Background: an optimization exercise with open tools, aiming at small area, a short achievable clock period and few clock cycles. Do not read the settings as production practice. At most, simulation tests tie the RTL to the original design; equivalence was not proved. No functional check of the RTL was part of run 1. Power and IR drop assume default switching activity.

## flow/run.sh

```bash
#!/bin/bash
# synth_recipe.tcl (not shown) runs the flow's synth.tcl, then flattens the netlist and writes it again
# the make line also repeats each setting of config.mk as NAME=value (left out here)
make -C /OpenROAD-flow-scripts/flow DESIGN_CONFIG=/design/flow/config.mk WORK_HOME=/design/flow/orfs CLKGATE_MAP_FILE= SYNTH_SCRIPT=/design/flow/synth_recipe.tcl finish
```

## flow/config.mk

```make
export PLATFORM = sky130hd
export DESIGN_NAME = servo_bus_status_frame_parser_core
export DESIGN_NICKNAME = servo_bus_status_frame_parser_core
export VERILOG_FILES = /design/flow/design.v
export SDC_FILE = /design/flow/constraint.sdc
export NUM_CORES = 4
export LEC_CHECK = 0
export CAP_MARGIN = 20
export CORE_MARGIN = 2
export CORE_UTILIZATION = 40
export PLACE_DENSITY = 0.6
export SLEW_MARGIN = 20
```

## flow/constraint.sdc

```tcl
create_clock -name core_clock -period 5.0 [get_ports {i_clk}]
set_input_delay 1.0000 -clock core_clock [delete_from_list [all_inputs] [get_ports {i_clk}]]
set_output_delay 1.0000 -clock core_clock [all_outputs]
set_load 0.01 [all_outputs]
```

## flow/design.v

```verilog
package sbsp_pkg;
    localparam int MAX_PARAMS = 48;
    localparam int BYTE_W     = 8;
    localparam int PAR_W      = 6;
    localparam int LEN_W      = 6;
    localparam int CFG_IDX_W  = 1;
    localparam int CFG_DATA_W = 8;
    localparam logic [BYTE_W-1:0] HDR_BYTE       = 8'hFF;
    localparam logic [BYTE_W-1:0] SCAN_MAX       = 8'hFF;
    localparam logic [BYTE_W-1:0] MIN_LENGTH     = 8'd2;
    localparam logic [BYTE_W-1:0] MAX_FRAME_LEN  = BYTE_W'(MAX_PARAMS + 2);
    localparam logic [BYTE_W-1:0] SCAN_LIMIT_RST = 8'd50;
    localparam logic [LEN_W-1:0]  MAX_LENGTH_RST = 6'd50;
    localparam logic [CFG_IDX_W-1:0] CFG_SCAN_LIMIT = 1'b0;
    localparam logic [CFG_IDX_W-1:0] CFG_MAX_LENGTH = 1'b1;
    typedef enum logic [1:0] {
        ST_OK     = 2'd0,
        ST_NOHDR  = 2'd1,
        ST_BADLEN = 2'd2,
        ST_BADSUM = 2'd3
    } t_status;
    typedef enum logic [6:0] {
        PH_HUNT  = 7'b0000001,
        PH_ID    = 7'b0000010,
        PH_LEN   = 7'b0000100,
        PH_ERR   = 7'b0001000,
        PH_PARAM = 7'b0010000,
        PH_CHK   = 7'b0100000,
        PH_DRAIN = 7'b1000000
    } t_phase;
    typedef struct packed {
        logic              we;
        logic [PAR_W-1:0]  waddr;
        logic [BYTE_W-1:0] wdata;
        logic              re;
        logic [PAR_W-1:0]  raddr;
    } t_buf_req;
endpackage
import sbsp_pkg::*;
module sbsp_param_buf (
    input  logic                        i_clk,
    input  logic                        i_we,
    input  logic [sbsp_pkg::PAR_W-1:0]  i_waddr,
    input  logic [sbsp_pkg::BYTE_W-1:0] i_wdata,
    input  logic [sbsp_pkg::PAR_W-1:0]  i_raddr,
    output logic [sbsp_pkg::BYTE_W-1:0] o_rdata
);
    logic [BYTE_W-1:0] mem [MAX_PARAMS];
    always_ff @(posedge i_clk) begin
        if (i_we) begin
            mem[i_waddr] <= i_wdata;
        end
    end
    assign o_rdata = mem[i_raddr];
endmodule
import sbsp_pkg::*;
module servo_bus_status_frame_parser_core (
    input  logic                            i_clk,
    input  logic                            i_rst_n,
    input  logic                            i_cfg_we,
    input  logic [sbsp_pkg::CFG_IDX_W-1:0]  i_cfg_idx,
    input  logic [sbsp_pkg::CFG_DATA_W-1:0] i_cfg_data,
    input  logic                            i_rx_valid,
    output logic                            o_rx_ready,
    input  logic [sbsp_pkg::BYTE_W-1:0]     i_rx_byte,
    output logic                            o_res_valid,
    input  logic                            i_res_ready,
    output logic [1:0]                      o_res_status,
    output logic [sbsp_pkg::BYTE_W-1:0]     o_res_servo_id,
    output logic [sbsp_pkg::BYTE_W-1:0]     o_res_error_byte,
    output logic                            o_res_data_valid,
    output logic [sbsp_pkg::BYTE_W-1:0]     o_res_data_byte,
    output logic [sbsp_pkg::PAR_W-1:0]      o_res_data_index,
    output logic                            o_res_last
);
    localparam int QD = 4;                  
    localparam int QW = 2;
    localparam logic [PAR_W-1:0] LAST_ADDR = PAR_W'(MAX_PARAMS - 1);
    logic [BYTE_W-1:0] r_scan_limit;
    logic [LEN_W-1:0]  r_max_length;
    always_ff @(posedge i_clk) begin
        if (!i_rst_n) begin
            r_scan_limit <= SCAN_LIMIT_RST;
            r_max_length <= MAX_LENGTH_RST;
        end else if (i_cfg_we) begin
            if (i_cfg_idx == CFG_SCAN_LIMIT) r_scan_limit <= i_cfg_data;
            else                             r_max_length <= i_cfg_data[LEN_W-1:0];
        end
    end
    logic              r_rdy;
    logic              r_bv;
    logic [BYTE_W-1:0] r_b;
    assign o_rx_ready = r_rdy;
    always_ff @(posedge i_clk) begin
        r_b <= i_rx_byte;
        if (!i_rst_n) r_bv <= 1'b0;
        else          r_bv <= i_rx_valid && r_rdy;
    end
    logic r_ph_h, r_ph_i, r_ph_l, r_ph_e, r_ph_p, r_ph_c;
    logic n_ph_h, n_ph_i, n_ph_l, n_ph_e, n_ph_p, n_ph_c;
    logic              r_pff,   n_pff;       
    logic [BYTE_W-1:0] r_sc,    n_sc;        
    logic [BYTE_W-1:0] r_id,    n_id;
    logic [BYTE_W-1:0] r_er,    n_er;
    logic [BYTE_W-1:0] r_sum,   n_sum;
    logic              r_lbad,  n_lbad;      
    logic              r_l2,    n_l2;        
    logic [PAR_W-1:0]  r_cnt,   n_cnt;       
    logic              r_cz,    n_cz;        
    logic              r_c1,    n_c1;        
    logic              r_lge4,  n_lge4;      
    logic [PAR_W-1:0]  r_lix,   n_lix;       
    logic [PAR_W-1:0]  r_wp,    n_wp;        
    logic [PAR_W-1:0]  r_fsp,   n_fsp;       
    logic [PAR_W-1:0]  r_occ,   n_occ;       
    logic              buf_we;
    logic              is_ff;
    logic              hit;
    logic              len_ok;
    logic              sum_ok;
    logic              push;
    logic [1:0]        push_st;
    logic              push_dv;
    logic [BYTE_W-1:0] push_id;
    logic [BYTE_W-1:0] push_er;
    logic              disc;
    assign is_ff  = &r_b;
    assign hit    = r_sc >= r_scan_limit;
    assign len_ok = (r_b >= MIN_LENGTH) && (r_b[7:6] == 2'b00)
                 && (r_b[5:0] <= r_max_length) && (r_b <= MAX_FRAME_LEN);
    assign sum_ok = &(r_b ^ r_sum);
    always_comb begin
        n_ph_h = r_ph_h; n_ph_i = r_ph_i; n_ph_l = r_ph_l;
        n_ph_e = r_ph_e; n_ph_p = r_ph_p; n_ph_c = r_ph_c;
        n_pff  = r_pff;
        n_sc   = r_sc;
        n_id   = r_id;
        n_er   = r_er;
        n_sum  = r_sum;
        n_lbad = r_lbad;
        n_l2   = r_l2;
        n_cnt  = r_cnt;
        n_cz   = r_cz;
        n_c1   = r_c1;
        n_lge4 = r_lge4;
        n_lix  = r_lix;
        n_wp   = r_wp;
        n_fsp  = r_fsp;
        buf_we = 1'b0;
        push    = 1'b0;
        push_st = ST_OK;
        push_dv = 1'b0;
        push_id = r_id;
        push_er = r_er;
        disc    = 1'b0;
        if (r_bv) begin
            if (r_ph_h) begin
                if (r_pff && is_ff) begin
                    n_ph_h = 1'b0; n_ph_i = 1'b1;
                    n_pff  = 1'b0;
                    n_sc   = 8'd1;
                end else if (hit) begin
                    push    = 1'b1;
                    push_st = ST_NOHDR;
                    push_id = '0;
                    push_er = '0;
                    n_id    = '0;
                    n_er    = '0;
                    n_pff   = 1'b0;
                    n_sc    = 8'd1;
                end else begin
                    n_pff = is_ff;
                    n_sc  = (r_sc != SCAN_MAX) ? r_sc + 8'd1 : r_sc;
                end
            end
            if (r_ph_i) begin
                n_id   = r_b;
                n_sum  = r_b;
                n_ph_i = 1'b0; n_ph_l = 1'b1;
            end
            if (r_ph_l) begin
                n_lbad = !len_ok;
                n_l2   = (r_b == MIN_LENGTH);
                n_cnt  = r_b[5:0] - 6'd3;
                n_lix  = r_b[5:0] - 6'd3;
                n_cz   = (r_b[5:0] == 6'd3);
                n_c1   = (r_b[5:0] == 6'd4);
                n_lge4 = (r_b[5:0] >= 6'd4);
                n_sum  = r_sum + r_b;
                n_ph_l = 1'b0; n_ph_e = 1'b1;
            end
            if (r_ph_e) begin
                n_er   = r_b;
                n_sum  = r_sum + r_b;
                n_ph_e = 1'b0;
                if (r_lbad) begin
                    push    = 1'b1;
                    push_st = ST_BADLEN;
                    push_er = r_b;
                    n_ph_h  = 1'b1;
                end else if (r_l2) begin
                    n_ph_c = 1'b1;
                end else begin
                    n_ph_p = 1'b1;
                end
            end
            if (r_ph_p) begin
                buf_we = 1'b1;
                n_wp   = (r_wp == LAST_ADDR) ? '0 : r_wp + 6'd1;
                n_sum  = r_sum + r_b;
                n_cnt  = r_cnt - 6'd1;
                n_cz   = (r_cnt == 6'd1);
                n_c1   = (r_cnt == 6'd2);
                if (r_cz) begin
                    n_ph_p = 1'b0; n_ph_c = 1'b1;
                end
            end
            if (r_ph_c) begin
                push    = 1'b1;
                n_ph_c  = 1'b0; n_ph_h = 1'b1;
                if (!sum_ok) begin
                    push_st = ST_BADSUM;
                    n_wp    = r_fsp;
                    disc    = !r_l2;
                end else begin
                    push_dv = !r_l2;
                    n_fsp   = r_wp;
                end
            end
        end
    end
    always_ff @(posedge i_clk) begin
        if (!i_rst_n) begin
            r_ph_h <= 1'b1; r_ph_i <= 1'b0; r_ph_l <= 1'b0;
            r_ph_e <= 1'b0; r_ph_p <= 1'b0; r_ph_c <= 1'b0;
            r_pff  <= 1'b0;
            r_sc   <= 8'd1;
            r_wp   <= '0;
            r_fsp  <= '0;
        end else begin
            r_ph_h <= n_ph_h; r_ph_i <= n_ph_i; r_ph_l <= n_ph_l;
            r_ph_e <= n_ph_e; r_ph_p <= n_ph_p; r_ph_c <= n_ph_c;
            r_pff  <= n_pff;
            r_sc   <= n_sc;
            r_wp   <= n_wp;
            r_fsp  <= n_fsp;
        end
    end
    always_ff @(posedge i_clk) begin
        r_id   <= n_id;
        r_er   <= n_er;
        r_sum  <= n_sum;
        r_lbad <= n_lbad;
        r_l2   <= n_l2;
        r_cnt  <= n_cnt;
        r_cz   <= n_cz;
        r_c1   <= n_c1;
        r_lge4 <= n_lge4;
        r_lix  <= n_lix;
    end
    logic [PAR_W-1:0]  r_rp, n_rp;
    logic [BYTE_W-1:0] buf_rdata;
    sbsp_param_buf u_param_buf (
        .i_clk   (i_clk),
        .i_we    (buf_we),
        .i_waddr (r_wp),
        .i_wdata (r_b),
        .i_raddr (r_rp),
        .o_rdata (buf_rdata)
    );
    logic [1:0]        q_st  [QD];
    logic              q_dv  [QD];
    logic [BYTE_W-1:0] q_id  [QD];
    logic [BYTE_W-1:0] q_er  [QD];
    logic [PAR_W-1:0]  q_lix [QD];
    logic [QW-1:0]     r_qh, r_qt;
    logic [QW:0]       r_qn, n_qn;
    logic              pop;
    always_ff @(posedge i_clk) begin
        if (push) begin
            q_st[r_qt]  <= push_st;
            q_dv[r_qt]  <= push_dv;
            q_id[r_qt]  <= push_id;
            q_er[r_qt]  <= push_er;
            q_lix[r_qt] <= r_lix;
        end
    end
    logic              r_ov;
    logic [1:0]        r_ost;
    logic [BYTE_W-1:0] r_oid;
    logic [BYTE_W-1:0] r_oer;
    logic              r_odv;
    logic [BYTE_W-1:0] r_obyte;
    logic [PAR_W-1:0]  r_oidx;
    logic              r_olast;
    logic [PAR_W-1:0]  r_rk;
    logic              ld;
    logic              h_dv;
    logic              h_last;
    logic              rd;
    assign ld     = !r_ov || i_res_ready;
    assign h_dv   = q_dv[r_qh];
    assign h_last = !h_dv || (r_rk == q_lix[r_qh]);
    assign pop    = ld && (r_qn != '0) && h_last;
    assign rd     = ld && (r_qn != '0) && h_dv;
    assign n_rp   = rd ? ((r_rp == LAST_ADDR) ? '0 : r_rp + 6'd1) : r_rp;
    assign n_qn   = r_qn + {2'b00, push} - {2'b00, pop};
    always_ff @(posedge i_clk) begin
        if (!i_rst_n) begin
            r_ov <= 1'b0;
            r_qh <= '0;
            r_qt <= '0;
            r_qn <= '0;
            r_rk <= '0;
            r_rp <= '0;
        end else begin
            if (ld) r_ov <= (r_qn != '0);
            if (push) r_qt <= r_qt + 1'b1;
            if (pop)  r_qh <= r_qh + 1'b1;
            r_qn <= n_qn;
            if (ld && (r_qn != '0)) r_rk <= h_last ? '0 : r_rk + 6'd1;
            r_rp <= n_rp;
        end
    end
    always_ff @(posedge i_clk) begin
        if (ld) begin
            r_ost   <= q_st[r_qh];
            r_oid   <= q_id[r_qh];
            r_oer   <= q_er[r_qh];
            r_odv   <= h_dv;
            r_obyte <= h_dv ? buf_rdata : '0;
            r_oidx  <= h_dv ? r_rk : '0;
            r_olast <= h_last;
        end
    end
    assign o_res_valid      = r_ov;
    assign o_res_status     = r_ost;
    assign o_res_servo_id   = r_oid;
    assign o_res_error_byte = r_oer;
    assign o_res_data_valid = r_odv;
    assign o_res_data_byte  = r_obyte;
    assign o_res_data_index = r_oidx;
    assign o_res_last       = r_olast;
    always_comb begin
        n_occ = r_occ + {5'd0, buf_we} - {5'd0, rd};
        if (disc) n_occ = n_occ - (r_lix + 6'd1);
    end
    always_ff @(posedge i_clk) begin
        if (!i_rst_n) r_occ <= '0;
        else          r_occ <= n_occ;
    end
    logic       quiet;        
    logic       far;          
    logic       lim_small;
    logic       q_ok;
    logic       b_ok;
    logic [1:0] wsum;         
    assign far       = ({1'b0, r_sc} + 9'd2) < {1'b0, r_scan_limit};
    assign lim_small = (r_scan_limit <= 8'd2) || i_cfg_we;
    assign quiet = !i_cfg_we && ((r_ph_p && !r_cz && (!r_c1 || !r_bv))
                              || (r_ph_e && !r_lbad && r_lge4)
                              || (r_ph_h && far));
    always_comb begin
        if (lim_small) q_ok = (r_qn <= (QW+1)'(QD - 3)) || (pop && r_qn <= (QW+1)'(QD - 2));
        else           q_ok = (r_qn <= (QW+1)'(QD - 1)) || pop;
    end
    always_comb begin
        wsum = 2'd0;
        if (r_ph_p) begin
            if (r_cz)                  wsum = 2'd1;
            else if (r_c1 || !r_bv)    wsum = 2'd2;
            else                       wsum = 2'd3;
        end else if (r_ph_e && !r_lbad) begin
            wsum = {1'b0, !r_l2} + {1'b0, r_lge4};
        end else if (r_ph_l) begin
            wsum = 2'd1;
        end
    end
    always_comb begin
        case (wsum)
            2'd0:    b_ok = 1'b1;
            2'd1:    b_ok = (r_occ <= 6'd47) || rd;
            2'd2:    b_ok = (r_occ <= 6'd46) || (rd && r_occ <= 6'd47);
            default: b_ok = (r_occ <= 6'd45) || (rd && r_occ <= 6'd46);
        endcase
    end
    always_ff @(posedge i_clk) begin
        if (!i_rst_n) r_rdy <= 1'b0;
        else          r_rdy <= (quiet || q_ok) && b_ok;
    end
endmodule
```

==> results.sh, run 1 <==
export IMPL_antenna_found_initial=0
export IMPL_yosys_warnings=2
export IMPL_tightest_slew_ns=1.01
export IMPL_dr_pass1_iters=5
export IMPL_cts_sinks=638
export IMPL_grt_first_pass_wirelength_mm=88.2
export IMPL_yosys_most_used_dff="edfxtp_1"
export IMPL_synth_area_per_cell_um2=16.5
export IMPL_drt_iter0_drc=1211
export IMPL_numPortBuffers=57
export IMPL_num_vias=14221
export IMPL_grt_setup_unrepaired="no"
export IMPL_nNetsFinal=1779
export IMPL_synth_cell_types=60
export IMPL_max_clock_path_buffers=3
export IMPL_path_class="flip-flop to flip-flop"
export IMPL_setup_tns_ns=0
export IMPL_die_h_um=262
export IMPL_n_fill_cell=5652
export IMPL_ctsHoldBuffers=0
export IMPL_worstPathMaxFanout=9
export IMPL_antennaDiodeCount=0
export IMPL_timing_final_hold_violations=0
export IMPL_cts_buffers=68
export IMPL_synth_seq_cells=638
export IMPL_crit_required_ns=5.49
export IMPL_cts_tree="done"
export IMPL_die_x_um=262
export IMPL_fmax_mhz=247
export IMPL_p_leak_nw=9.90
export IMPL_cts_setup_buffers=0
export IMPL_path_cells="mux2i_1 > mux2_2 > inv_2 > nand2_1 > inv_2 > ha_1 > inv_1 > ha_1 > fa_1 > ha_1 > a21o_1 > a21oi_1 > o21bai_1 > a21oi_1 > xor2_1 > a21oi_1 > o21a_1"
export IMPL_syn_area_um2=26700
export IMPL_wire_per_inst_um=22.1
export IMPL_coreArea_um2=65900
export IMPL_fin_ws_ns=0.955
export IMPL_dieArea_um2=68800
export IMPL_power_density_nw_per_um2=436
export IMPL_clk_pin_slew_ns=0.06
export IMPL_clock_root_buffer="clkbuf_16"
export IMPL_cp_top_family="adder cells"
export IMPL_cts_resized=0
export IMPL_setup_violations=0
export IMPL_pre_cts_ws_ns=0.471
export IMPL_fin_crit_sh_pct=80.9
export IMPL_outcome="no timing/DRC/antenna violations"
export IMPL_fin_util_pct=46.2
export IMPL_async_flop_share_pct=0
export IMPL_gp_congestion=0.785
export IMPL_grt_pass1_vias=14277
export IMPL_grt_max_degree=60
export IMPL_groute_usage_overall_pct=16.9
export IMPL_slew_headroom_pct=32.5
export IMPL_fp_row_count=94
export IMPL_fin_crit_ns=4.04
export IMPL_grt_ovfl_total=0
export IMPL_finClkSkew_ns=0.0206
export IMPL_peakVddDrop_uv=245
export IMPL_ant_nets=0
export IMPL_hp_class="flip-flop to flip-flop"
export IMPL_slew_violations=0
export IMPL_max_cap_violations=0
export IMPL_syn_inst=1613
export IMPL_critPathCaptureType="flip-flop"
export IMPL_cp_data_arrival_time_ns=4.54
export IMPL_max_stage_delay_ns=0.55
export IMPL_synth_edff_count=559
export IMPL_wl_mm=57.6
export IMPL_area_delta_synth_final_pct=13.9
export IMPL_final_common_cell="edfxtp_1"
export IMPL_drc=0
export IMPL_synthesis_nets=1702
export IMPL_clock_latency_ns=0.61
export IMPL_vias_per_cell=5.46
export IMPL_path_buf_inv=3
export IMPL_start_kind="flip-flop"
export IMPL_htreeDepth=3
export IMPL_r2r_slack_ns=0.96
export IMPL_seq_area_frac_synth_pct=68.8
export IMPL_mostFrequentLayoutCells="edfxtp_1, mux4_2, nor2_1, nand2_1, clkbuf_16"
export IMPL_drive_above_1_share_pct=17.5
export IMPL_io_pins=58
export IMPL_start_util_pct=40.5
export IMPL_crit_path_top_delay_cell="dfxtp_1"
export IMPL_post_dp_hpwl_mm=36.0
[where the power goes]
part | internal (mW) | switching, mW | total, mW | leakage, nW
clock | 2.78 | 2.03 | 4.81 | 1.04
sequential | 6.04 | 0.247 | 6.29 | 5.75
combinational | 1.10 | 1.05 | 2.15 | 3.11
total | 9.93 | 3.32 | 13.2 | 9.90
[Yosys cell counts (9+ instances only)]
cell	count	area, um^2
nand4_1	17	106
nor3_1	23	115
clkbuf_1	59	221
or2_2	9	56.3
and3_1	9	56.3
xnor2_1	23	201
nor2_1	118	443
a21o_1	10	75.1
nand2b_1	12	75.1
a21oi_1	61	305
a22o_1	17	149
edfxtp_1	559	16800
ha_1	63	788
o21ai_0	40	200
nand2_1	80	300
inv_1	53	199
nand3b_1	11	82.6
buf_2	10	50.1
dfxtp_1	79	1580
mux2i_1	26	260
xor2_1	19	166
mux4_2	143	3220
and2_1	31	194
a22oi_1	11	82.6
nand3_1	31	155
[flip-flops by register name, summed over array words and instances, names as in the netlist, 24 cells and up, named ones only]
name / cells
q_lix: 24
q_id: 32
q_er: 32
u_param_buf.mem: 384
[cells by family (layout without fill, tap and decap cells)]
kind of cell,after synthesis,count (layout),synth area share (%)
AOI/OAI and AO/OA,187,187,4.51
xor gates and xnor gates,42,42,1.38
adders and majority gates,67,67,3.25
buffers and inverters,137,263,2.06
DFF,638,638,68.8
muxes,174,174,13.3
and+or+nand+nor,368,368,6.63
[layout make-up]
class	count	area [um^2]	share of cell area, %
inverter	56	210	0.692
multi-input combinational	838	7760	25.5
clock inverter	37	307	1.01
clock buffer	82	1810	5.94
sequential	638	18400	60.5
tap	864	1080	3.56
timing repair buffer	88	841	2.77
[metrics by stage]
step	std cells	power, mW	cell area (um^2)	hold WS, ns
2_1_floorplan	1613	7.84	26700	0.436
4_1_cts	2603	13.4	30400	0.465
5_1_grt	2603	13.8	30400	0.486
3_5_place_dp	2484	8.58	28300	0.458
6_report	2603	13.2	30400	0.461
3_3_place_gp	2484	8.54	28300	0.452
[worst register-to-register path: stages (launching register included)]
cell,delay [ns]
dfxtp_1,0.55
mux2i_1,0.24
mux2_2,0.34
inv_2,0.15
nand2_1,0.13
inv_2,0.08
ha_1,0.28
inv_1,0.04
ha_1,0.20
fa_1,0.48
ha_1,0.29
a21o_1,0.18
a21oi_1,0.23
o21bai_1,0.09
a21oi_1,0.18
xor2_1,0.19
a21oi_1,0.09
o21a_1,0.20
[routing by layer]
layer  routed length (um)  vias to the layer above  track usage (%)  part of all wire (%)
met2                27500                      326             26.5                    48
met3                 2880                       78             2.70                   5.0
met5                    0                        -                0                     0
met4                 1130                        0             4.98                   2.0
met1                26100                     7379             24.3                    45
li1                     -                     6438                -                     -
[worst paths after layout]
kind | start | to | cells after the start
worst min register to register | r_max_length[3]$_SDFFE_PN0P_ | r_max_length[3]$_SDFFE_PN0P_ | 2
worst max-delay path | flip-flop | r_occ[5]$_SDFF_PN0_ | 17
worst min-delay path | r_max_length[3]$_SDFFE_PN0P_ | r_max_length[3]$_SDFFE_PN0P_ | 2
worst max register to register | flip-flop | r_occ[5]$_SDFF_PN0_ | 17
==> inputs of run 2 (changes only) <==
--- a/flow/design.v
+++ b/flow/design.v
@@ -107,8 +107,6 @@
     logic              r_l2,    n_l2;        
     logic [PAR_W-1:0]  r_cnt,   n_cnt;       
     logic              r_cz,    n_cz;        
-    logic              r_c1,    n_c1;        
-    logic              r_lge4,  n_lge4;      
     logic [PAR_W-1:0]  r_lix,   n_lix;       
     logic [PAR_W-1:0]  r_wp,    n_wp;        
     logic [PAR_W-1:0]  r_fsp,   n_fsp;       
@@ -141,8 +139,6 @@
         n_l2   = r_l2;
         n_cnt  = r_cnt;
         n_cz   = r_cz;
-        n_c1   = r_c1;
-        n_lge4 = r_lge4;
         n_lix  = r_lix;
         n_wp   = r_wp;
         n_fsp  = r_fsp;
@@ -184,8 +180,6 @@
                 n_cnt  = r_b[5:0] - 6'd3;
                 n_lix  = r_b[5:0] - 6'd3;
                 n_cz   = (r_b[5:0] == 6'd3);
-                n_c1   = (r_b[5:0] == 6'd4);
-                n_lge4 = (r_b[5:0] >= 6'd4);
                 n_sum  = r_sum + r_b;
                 n_ph_l = 1'b0; n_ph_e = 1'b1;
             end
@@ -210,7 +204,6 @@
                 n_sum  = r_sum + r_b;
                 n_cnt  = r_cnt - 6'd1;
                 n_cz   = (r_cnt == 6'd1);
-                n_c1   = (r_cnt == 6'd2);
                 if (r_cz) begin
                     n_ph_p = 1'b0; n_ph_c = 1'b1;
                 end
@@ -254,8 +247,6 @@
         r_l2   <= n_l2;
         r_cnt  <= n_cnt;
         r_cz   <= n_cz;
-        r_c1   <= n_c1;
-        r_lge4 <= n_lge4;
         r_lix  <= n_lix;
     end
     logic [PAR_W-1:0]  r_rp, n_rp;
@@ -349,43 +340,33 @@
         if (!i_rst_n) r_occ <= '0;
         else          r_occ <= n_occ;
     end
-    logic       quiet;        
-    logic       far;          
-    logic       lim_small;
-    logic       q_ok;
-    logic       b_ok;
-    logic [1:0] wsum;         
-    assign far       = ({1'b0, r_sc} + 9'd2) < {1'b0, r_scan_limit};
-    assign lim_small = (r_scan_limit <= 8'd2) || i_cfg_we;
-    assign quiet = !i_cfg_we && ((r_ph_p && !r_cz && (!r_c1 || !r_bv))
-                              || (r_ph_e && !r_lbad && r_lge4)
-                              || (r_ph_h && far));
+    logic       b1;
+    logic       e1, e2, w1, w2;
+    logic       h1, h2;       
+    logic       le1;          
+    logic [2:0] need_q;
+    logic [1:0] need_b;
+    assign b1  = r_rdy;
+    assign le1 = (r_scan_limit <= 8'd1);
+    assign h1  = (n_sc >= r_scan_limit);
+    assign h2  = ({1'b0, n_sc} + 9'd1 >= {1'b0, r_scan_limit}) || le1;
+    assign e1  = b1 && (n_ph_c || (n_ph_e && n_lbad) || (n_ph_h && h1));
+    assign w1  = b1 && n_ph_p;
     always_comb begin
-        if (lim_small) q_ok = (r_qn <= (QW+1)'(QD - 3)) || (pop && r_qn <= (QW+1)'(QD - 2));
-        else           q_ok = (r_qn <= (QW+1)'(QD - 1)) || pop;
-    end
-    always_comb begin
-        wsum = 2'd0;
-        if (r_ph_p) begin
-            if (r_cz)                  wsum = 2'd1;
-            else if (r_c1 || !r_bv)    wsum = 2'd2;
-            else                       wsum = 2'd3;
-        end else if (r_ph_e && !r_lbad) begin
-            wsum = {1'b0, !r_l2} + {1'b0, r_lge4};
-        end else if (r_ph_l) begin
-            wsum = 2'd1;
+        if (b1) begin
+            e2 = (n_ph_h && h2) || n_ph_l
+              || (n_ph_e && ((n_lbad && le1) || (!n_lbad && n_l2)))
+              || (n_ph_p && n_cz) || (n_ph_c && le1);
+            w2 = (n_ph_e && !n_lbad && !n_l2) || (n_ph_p && !n_cz);
+        end else begin
+            e2 = n_ph_c || (n_ph_e && n_lbad) || (n_ph_h && h1);
+            w2 = n_ph_p;
         end
     end
-    always_comb begin
-        case (wsum)
-            2'd0:    b_ok = 1'b1;
-            2'd1:    b_ok = (r_occ <= 6'd47) || rd;
-            2'd2:    b_ok = (r_occ <= 6'd46) || (rd && r_occ <= 6'd47);
-            default: b_ok = (r_occ <= 6'd45) || (rd && r_occ <= 6'd46);
-        endcase
-    end
+    assign need_q = n_qn + {2'b00, e1} + {2'b00, e2};
+    assign need_b = {1'b0, w1} + {1'b0, w2};
     always_ff @(posedge i_clk) begin
         if (!i_rst_n) r_rdy <= 1'b0;
-        else          r_rdy <= (quiet || q_ok) && b_ok;
+        else          r_rdy <= (need_q <= 3'(QD)) && ({1'b0, n_occ} + {5'd0, need_b} <= 7'(MAX_PARAMS));
     end
 endmodule
==> run 2 against run 1 <==
Effect of this change:
- highest routed layer unchanged
- cell area rose by 0.75%
- setup slack got worse by 0.59 ns
- clock-buffer cell count rose by 6
- register-to-register slack got worse by 0.59 ns
- sequential cell count fell by 2
- still clean on timing, DRC and antenna
==> results.sh, run 2 <==
export IMPL_route_met3_wl_mm=3.24
export IMPL_cp_data_arrival_time_ns=5.16
export IMPL_fin_crit_ns=4.63
export IMPL_synthTopCellsByArea="edfxtp_1, mux4_2, dfxtp_1, ha_1, nand2_1"
export IMPL_synthesis_nets=1737
export IMPL_fin_crit_sh_pct=92.6
export IMPL_yosysMostFrequentCell="edfxtp_1"
export IMPL_max_cap_violations=0
export IMPL_grt_first_pass_wirelength_mm=90.6
export IMPL_synth_seq_cells=636
export IMPL_wl_met2_mm=28.7
export IMPL_holdCritStartpoint="r_fsp[0]$_SDFFE_PN0P_"
export IMPL_top_regs="u_param_buf.mem (384), q_er (32), q_id (32)"
export IMPL_dieArea_um2=69300
export IMPL_wire_per_inst_um=22.3
export IMPL_wl_mm=59.3
export IMPL_ctsHoldBuffers=0
export IMPL_peakVddDrop_uv=273
export IMPL_async_flop_share_pct=0
export IMPL_timing_final_hold_violations=0
export IMPL_numPortBuffers=57
export IMPL_hold_depth=2
export IMPL_power_density_nw_per_um2=418
export IMPL_antenna_found_initial=0
export IMPL_seq_area_frac_synth_pct=68.0
export IMPL_multi_input_area_um2=8100
export IMPL_yosys_most_used_dff="edfxtp_1"
export IMPL_path_class="flip-flop to flip-flop"
export IMPL_synth_common_cells="edfxtp_1, mux4_2, nand2_1"
export IMPL_clock_latency_ns=0.64
export IMPL_fin_cells=2653
export IMPL_syn_inst=1644
export IMPL_p_leak_nw=10.0
export IMPL_n_fill_cell=5735
export IMPL_finClkSkew_ns=0.0388
export IMPL_antennaDiodeCount=0
export IMPL_regMostFlops="u_param_buf.mem"
export IMPL_worstSetupStartpoint="r_scan_limit[2]$_SDFFE_PN0P_"
export IMPL_timing_rr_start="r_scan_limit[2]$_SDFFE_PN0P_"
export IMPL_setup_tns_ns=0
export IMPL_fin_hold_ws_ns=0.464
export IMPL_nNetsFinal=1821
export IMPL_slew_violations=0
export IMPL_synth_area_per_cell_um2=16.4
export IMPL_largest_reg_flops=384
export IMPL_outcome="no timing/DRC/antenna violations"
export IMPL_ant_nets=0
export IMPL_slew_headroom_pct=28.4
export IMPL_die_x_um=263
export IMPL_cts_buffers=61
export IMPL_start_util_pct=40.2
export IMPL_start_kind="flip-flop"
export IMPL_clock_root_buffer="clkbuf_16"
export IMPL_post_dp_hpwl_mm=37.4
export IMPL_fmax_mhz=216
export IMPL_grt_setup_unrepaired="no"
export IMPL_mostFrequentLayoutCells="edfxtp_1, mux4_2, nand2_1, nor2_1, dfxtp_1"
export IMPL_fp_row_count=95
export IMPL_grt_max_degree=60
export IMPL_grt_pass1_vias=14618
export IMPL_drc=0
export IMPL_dp_cells=2537
export IMPL_cts_tree="done"
export IMPL_crit_required_ns=5.53
export IMPL_setup_violations=0
export IMPL_coreArea_um2=66800
export IMPL_dr_pass1_iters=5
export IMPL_yosys_warnings=2
export IMPL_vias_per_cell=5.44
export IMPL_io_pins=58
export IMPL_syn_area_um2=26900
export IMPL_worstPathMaxFanout=3
export IMPL_final_common_cell="edfxtp_1"
export IMPL_htreeDepth=2
export IMPL_die_h_um=263
export IMPL_reg2reg_depth=25
export IMPL_hp_class="flip-flop to flip-flop"
export IMPL_max_clock_path_buffers=3
export IMPL_groute_usage_overall_pct=17.2
export IMPL_synth_cell_types=81
export IMPL_drive_above_1_share_pct=18.3
export IMPL_drt_iter0_drc=1172
export IMPL_clk_pin_slew_ns=0.06
export IMPL_grt_ovfl_total=0
export IMPL_yosysTopAreaCell="edfxtp_1"
export IMPL_synth_top_cell_area_share_pct=61.9
export IMPL_critPathCaptureType="flip-flop"
export IMPL_layout_area_seq_um2=18300
export IMPL_num_vias=14440
export IMPL_wirelength_met1_mm=26.0
export IMPL_tightest_slew_ns=1.07
export IMPL_synth_edff_count=554
export IMPL_highest_signal_layer="met4"
export IMPL_area_delta_synth_final_pct=13.9
export IMPL_gp_congestion=0.788
export IMPL_cts_sinks=636
[run 2: cell types whose count changed after synthesis, moves of 7 or more]
cell / change
nand2_1: +41
nor2b_1: +13
a22o_1: -10
a22oi_1: -10
clkbuf_1: -10
a21oi_1: -8
nor2_1: -8
and2_1: +7
or2_2: -7
[run 2: layer usage]
metal / global-route usage, % / vias to the layer above
li1: - / 6539
met1: 23.9 / 7406
met2: 28.0 / 409
met3: 2.97 / 86
met4: 4.76 / 0
met5: 0 / -
[run 2: worst max-delay path, cell delays in order, from the launching register on]
cell and delay (ns):
dfxtp_1 0.36, inv_2 0.08, ha_4 0.24, a211oi_2 0.20
o21ai_1 0.11, a21oi_2 0.17, nand2_2 0.10, o31ai_2 0.24
o21a_1 0.20, inv_1 0.07, ha_2 0.20, nand3_2 0.09
xnor2_1 0.08, ha_1 0.34, a21o_1 0.19, a21o_1 0.17
a21oi_1 0.13, o21a_1 0.13, o21ai_0 0.08, o31ai_1 0.21
o31ai_1 0.13, fa_1 0.41, ha_1 0.28, nor2_1 0.09
o21ai_0 0.09, a31oi_1 0.16
[run 2: logic make-up (layout without fill, tap and decap cells)]
family / Yosys count / count (layout) / synth area share (%)
buffers and inverters: 131 / 267 / 2.05
muxes: 179 / 179 / 13.4
adders and majority gates: 71 / 71 / 3.47
AOI/OAI and AO/OA: 181 / 181 / 4.49
DFF: 636 / 636 / 68.0
and+or+nand+nor: 396 / 396 / 6.98
xor gates and xnor gates: 50 / 50 / 1.63
[run 2: final cells by class]
| class | instances | share of cell area, % |
|---|---|---|
| clock inverter | 27 | 1.04 |
| multi-input combinational | 877 | 26.5 |
| clock buffer | 88 | 5.51 |
| timing repair buffer | 97 | 2.99 |
| tap | 873 | 3.57 |
| sequential | 636 | 59.8 |
| inverter | 55 | 0.674 |
[run 2: worst paths after layout]
path / endpoint / slack (ns)
hold reg to reg: r_wp[0]$_SDFFE_PN0P_ / 0.46
hold / removal: r_wp[0]$_SDFFE_PN0P_ / 0.46
setup / recovery: r_rdy$_SDFF_PN0_ / 0.37
setup reg to reg: r_rdy$_SDFF_PN0_ / 0.37
[run 2: metrics by stage]
stage	area, um^2	total power [mW]	util, %	setup WS [ns]
final	30600	12.8	45.8	0.369
after global routing	30600	13.4	45.8	0.0276
after CTS	30600	12.9	45.8	0.0918
after detailed placement	28600	8.32	42.8	0.130
after global placement	28500	8.31	42.7	0.227
after floorplan	26900	7.66	-	0.00686
[run 2: repair_timing]
action,CTS,global route
resized for setup,0,13
setup buffers,0,1
setup endpoints to repair,0,1
[run 2: where the power goes]
group | internal, mW | leakage [nW] | switching, mW
Combinational | 1.02 | 3.34 | 1.11
Clock | 2.66 | 0.979 | 1.95
Sequential | 5.94 | 5.72 | 0.128
Total | 9.62 | 10.0 | 3.19
Testbench counts of run 2, summed over its fixed seeds: cycles 43,204.

-- port drivers added, routing unchanged --
The results above use ideal ports. As a check the final layouts listed here were re-extracted and re-timed, cells and wires unchanged.
Step 1 (the two cells are an assumption about what drives the block):
set clk [get_ports {i_clk}]
set_driving_cell -lib_cell sky130_fd_sc_hd__clkbuf_16 $clk
set_driving_cell -lib_cell sky130_fd_sc_hd__buf_2 [delete_from_list [all_inputs] $clk]
Step 2 adds t to the input delays and takes it off the output delays; t is the mean of the earliest and latest rising clock arrival at the registers after step 1. Input paths then give back, and output paths get back, about the clock's delay inside the block.
Three values: ideal ports, drivers, drivers and shift; two values: the first two.
| run | t, ns | setup WS [ns] | worst setup path at the end | worst data-port slew with drivers (ns) |
|---|---|---|---|---|
| run 1 | 0.662 | 0.955 / 0.955 / 0.470 | input to register | 0.03 |
| run 2 | 0.677 | 0.369 / 0.369 / 0.138 | input to register | 0.04 |
After both steps setup and hold are still met in every run listed. For run 1, which loses most, drivers alone change the setup slack by 0.000 ns; drivers and shift together by -0.485 ns.
